Background: an optimization exercise with open tools, aiming at small area, a short achievable clock period and few clock cycles per item. Do not read the settings as production practice.
The RTL was checked by simulation tests, not by an equivalence proof against the original design.
Power is estimated from default activity; no workload was simulated.

== job 2313 ==
// pack_cell_extreme_aggregator_top
module pack_cell_extreme_aggregator_top #(
  parameter int PACKS = pcea_pkg::PACKS_DEFAULT
) (
  input  logic                            clk,
  input  logic                            rst_n,
  input  logic                            in_tvalid,
  output logic                            in_tready,
  input  logic [pcea_pkg::IN_DATA_W-1:0]  in_tdata,
  input  logic                            in_tuser,
  output logic                            out_tvalid,
  input  logic                            out_tready,
  output logic [pcea_pkg::OUT_DATA_W-1:0] out_tdata
);
  logic [PACKS-1:0] wv, wt;
  logic             ev;
  logic [63:0]      bytes;
  logic             stall;
  logic             rdy;
  pcea_front #(
    .PACKS(PACKS)
  ) u_front (
    .clk      (clk),
    .rst_n    (rst_n),
    .in_tvalid(in_tvalid),
    .in_tready(in_tready),
    .in_tdata (in_tdata),
    .in_tuser (in_tuser),
    .stall     (stall),
    .rdy       (rdy),
    .wv_r     (wv),
    .wt_r     (wt),
    .ev_r     (ev),
    .bytes_r  (bytes)
  );
  pcea_back #(
    .PACKS(PACKS)
  ) u_back (
    .clk       (clk),
    .rst_n     (rst_n),
    .wv_r      (wv),
    .wt_r      (wt),
    .ev_r      (ev),
    .bytes_r   (bytes),
    .stall     (stall),
    .rdy_r     (rdy),
    .out_tvalid(out_tvalid),
    .out_tready(out_tready),
    .out_tdata (out_tdata)
  );
endmodule
clock: 9.0 ns
lec_check: 0
cap_margin: 20
core_margin: 2
core_utilization: 40
cts_cluster_diameter: 80
cts_cluster_size: 24
setup_slack_margin: 5
slew_margin: 20
run.sh (not shown) runs the stock make flow with config.mk's settings and CLKGATE_MAP_FILE= SYNTH_SCRIPT=/design/flow/synth_recipe.tcl, a recipe that flattens the netlist after the stock synthesis.
Job 2313 reached the final stage; the timing, DRC and antenna checks on its layout passed.
Testbench counts of job 2313, summed over its fixed seeds: cycles 16,984, evals 1,288.
Inputs modified between job 2313 and job 7528:
-- flow/config.mk --
<<< job 2313, line 10
export CORE_UTILIZATION = 40
export CTS_CLUSTER_DIAMETER = 80
export CTS_CLUSTER_SIZE = 24
export SETUP_SLACK_MARGIN = 5
>>> job 7528, line 10
export CORE_UTILIZATION = 40
export SETUP_SLACK_MARGIN = 5
Results
Taking job 2313 as the reference point, the internal reg-to-reg setup slack of job 7528 rises by 70 ps. Job 2313 reports its launching element of the worst setup path as u_back.u_vh.gv_r[2][0] while job 7528 reports u_back.u_vl.d1_r[1]. Compared with job 2313, job 7528 shows all-layer global routing usage higher by 0.28 points. Against job 2313, the final cell area of job 7528 is higher. Going from job 2313 to job 7528, wire length of the first global-routing pass picked up an extra about 1%, final layout net count went up about 1.3%, via count went up. Job 7528 vs job 2313 — clock transition time at the flip-flop clock pins of the worst setup and hold paths dropped 30 ps. Delta (job 7528 minus job 2313): wire length rose 3100 um, TritonCTS buffer count went up 93.

========
== the reference run ==
pack_cell_extreme_aggregator_top again, from the RTL that the note above started with.
clock: 9.0 ns
lec_check: 0
cap_margin: 20
core_margin: 2
core_utilization: 72
cts_cluster_diameter: 80
cts_cluster_size: 24
place_density: 0.8
setup_slack_margin: 5
slew_margin: 20
The reference run went all the way through the flow, and no timing, DRC or antenna check failed.
Testbench counts of the reference run, summed over its fixed seeds: cycles 16,984, evals 1,288.
--- input diff the reference run..the trial run ---
Settings: changing CORE_UTILIZATION from 72 to 40; changing CTS_CLUSTER_DIAMETER from 80 to 100; removing PLACE_DENSITY (formerly 0.8); changing CTS_CLUSTER_SIZE from 24 to 30.
### Flow results
Power share of the clock group (higher): the trial run. In the tables for the trial run and the reference run, global-route usage reads higher with the reference run. The run showing the smaller share of the core filled with cells in the final layout is the trial run. Cmp the trial run and the reference run / cell count / higher: the trial run. On area fraction of clock buffers and clock inverters, the trial run and the reference run are neck and neck. The trial run: all stages complete, timing, DRC and antenna checks passed. Looking only at first-pass iteration count of the detailed router, and setting everything else aside, the lower value of the trial run and the reference run goes to the trial run. Number of cells upsized or downsized after cts (the trial run over the reference run): increase, 28. The trial run gives more power attributed to combinational cells than the reference run did. Diff the reference run -> the trial run | power | up slightly. Starting density of the core down 32 points in the trial run wrt the reference run.

==> afterwards: timing with drivers on the ports <==
No port has a modelled driver above. Below, the same layouts with a new extraction and two added sets of constraints.
Step 1 sets driving cells, clkbuf_16 on the clock port and buf_2 on the other inputs (assumed; they add their load-dependent delay and slew).
Step 2 moves the port delays by t, midway between the first and last clock arrival at a register: inputs arrive t later, outputs are due t later. That takes back most of the time a late clock gives input paths.
Three values: no drivers, after step 1, after step 2; two values: the first two.
run	shift t [ns]	setup slack, ns	slew at the worst register clock pin (ns)
job 2313	0.879	4.946 / 4.946 / 4.308	0.10 / 0.10
job 7528	0.941	5.019 / 5.019 / 4.140	0.07 / 0.07
the reference run	0.822	4.913 / 4.913 / 4.367	0.11 / 0.11
the trial run	0.836	5.002 / 5.002 / 4.377	0.12 / 0.12
After both steps every run listed still meets setup and hold. For job 7528, which loses most, drivers alone change the setup slack by 0.000 ns; drivers and shift together by -0.879 ns.
